This is an optimization exercise on Yosys and OpenROAD, whose aim is small area, a short achievable clock period and few clock cycles per item, not a production implementation.
In this exercise RTL edits were held to simulation tests only and were not proved equivalent to the original.
Power and IR drop assume default switching activity.

Setup of build 86:
## muldiv_sequencer
module muldiv_sequencer (
  input  logic        CLK,
  input  logic        RESET_N,
  input  logic        START,
  input  logic        ABORT,
  input  logic [2:0]  OP,
  input  logic [63:0] X,
  input  logic [63:0] Y,
  output logic        BUSY,
  output logic        DONE,
  output logic [63:0] RESULT
);
  localparam int K  = 8;           
  localparam int NM = 64 / K;      
  localparam int W  = 74;          
  logic        s_mul_q, s_mul_d;     
  logic        s_mfin_q, s_mfin_d;   
  logic        s_dneg_q, s_dneg_d;   
  logic        s_dsh_q, s_dsh_d;     
  logic        s_div_q, s_div_d;     
  logic        s_fix_q, s_fix_d;     
  logic        s_mcor_q, s_mcor_d;   
  logic [5:0]  cnt_q, cnt_d;
  logic [2:0]  op_q, op_d;
  logic [63:0] m_q, m_d;           
  logic [65:0] s_q, s_d;           
  logic [63:0] r_q, r_d;           
  logic [65:0] c_q, c_d;           
  logic [63:0] lo_q, lo_d;         
  logic [K-1:0] ls_q, ls_d;        
  logic [K-1:0] lc_q, lc_d;        
  logic        cy_q, cy_d;         
  logic [11:0] bo_q, bo_d;         
  logic        xs_q, xs_d;         
  logic        cor_q, cor_d;       
  logic        xneg_q, xneg_d;
  logic        yneg_q, yneg_d;
  logic        yz_q, yz_d;
  logic        nsel_q, nsel_d;     
  logic        msel_q, msel_d;     
  logic [5:0]  px_q, px_d;         
  logic [5:0]  py_q, py_d;         
  logic        busy_q, busy_d;
  logic        done_q, done_d;
  logic is_div, q_res, mulh, mulhsu, mul_lo;
  assign is_div = op_q[2];
  assign q_res  = ~op_q[1];                  
  assign mulh   = (op_q == 3'd1);
  assign mulhsu = (op_q == 3'd2);
  assign mul_lo = (op_q == 3'd0);
  logic div_signed;
  assign div_signed = ~op_q[0];              
  function automatic logic [6:0] topbit(input logic [63:0] v);
    logic [5:0] pos [64];
    logic       nz  [64];
    for (int i = 0; i < 64; i++) begin
      pos[i] = 6'd0;
      nz[i]  = v[i];
    end
    for (int l = 0; l < 6; l++) begin
      for (int i = 0; i < (32 >> l); i++) begin
        pos[i] = nz[2*i+1] ? (pos[2*i+1] | 6'(1 << l)) : pos[2*i];
        nz[i]  = nz[2*i+1] | nz[2*i];
      end
    end
    topbit = {nz[0], pos[0]};
  endfunction
  function automatic logic [2*W-1:0] csa(input logic [W-1:0] a, input logic [W-1:0] b,
                                         input logic [W-1:0] c);
    logic [W-1:0] sm, cr;
  ...
==> flow/config.mk <==
export PLATFORM = sky130hd
export DESIGN_NAME = muldiv_sequencer
export DESIGN_NICKNAME = muldiv_sequencer
export VERILOG_FILES = /design/flow/design.v
export SDC_FILE = /design/flow/constraint.sdc
export NUM_CORES = 4
export LEC_CHECK = 0
export CAP_MARGIN = 20
export CELL_PAD_IN_SITES_DETAIL_PLACEMENT = 1
export CELL_PAD_IN_SITES_GLOBAL_PLACEMENT = 2
export CORE_MARGIN = 2
export CORE_UTILIZATION = 30
export PLACE_DENSITY = 0.45
export SETUP_SLACK_MARGIN = 4.2
export SLEW_MARGIN = 20
export TNS_END_PERCENT = 5
==> flow/constraint.sdc <==
create_clock -name core_clock -period 8.0 [get_ports {CLK}]
set_input_delay 1.6000 -clock core_clock [delete_from_list [all_inputs] [get_ports {CLK}]]
set_output_delay 1.6000 -clock core_clock [all_outputs]
set_load 0.01 [all_outputs]
run.sh (not shown) runs the stock make flow with config.mk's settings and CLKGATE_MAP_FILE= SYNTH_SCRIPT=/design/flow/synth_recipe.tcl, a recipe that flattens the netlist after the stock synthesis.
Build 86 reached the end of the flow, and the finished layout is clean on the timing, design-rule and antenna checks.
Testbench counts of build 86, summed over its fixed seeds: cycles 36,360, ops 3,200.
> inputs changed (build 86 -> trial 5)
- SETUP_SLACK_MARGIN: 4.2 -> 5.0
- TNS_END_PERCENT: 5 -> 10
==> run notes <==
Switching part of the total delta for trial 5 relative to build 86: 0.43 points lower
The first-pass GRT wire length of trial 5 exceeds that of build 86 by about 4%.
Higher fraction of power consumed by combinational cells goes to trial 5 over build 86.
Compared with build 86, trial 5 shows clock buffer count in the final layout that has gone down by a few percent.
Re post-CTS setup-driven buffer insertion count: build 86 and trial 5 aren't equal, and the lower value belongs to build 86.

==> port drivers added, routing unchanged <==
How much do the figures lean on ideal ports? The routed layouts below were timed once more, with nothing changed but the port constraints. Step 1 sets driving cells, clkbuf_16 on the clock port and buf_2 on the other inputs (assumed; they add their load-dependent delay and slew). Step 2, shift: input delay + t, output delay - t, t = (earliest + latest rising clock arrival at the registers) / 2. This alone moves slack from input paths to output paths. a / b / c = ideal ports / drivers / drivers and shift; a / b = the first two.
run	t (ns)	slack for setup (ns)	latest minus earliest clock arrival (ns)	worst data-port slew with drivers (ns)
build 86	0.794	3.894 / 3.895 / 3.169	0.041 / 0.041	0.06
trial 5	0.778	3.959 / 3.959 / 3.941	0.055 / 0.055	0.07
After both steps setup and hold are still met in every run listed. For build 86, which loses most, drivers alone change the setup slack by +0.001 ns; drivers and shift together by -0.725 ns.
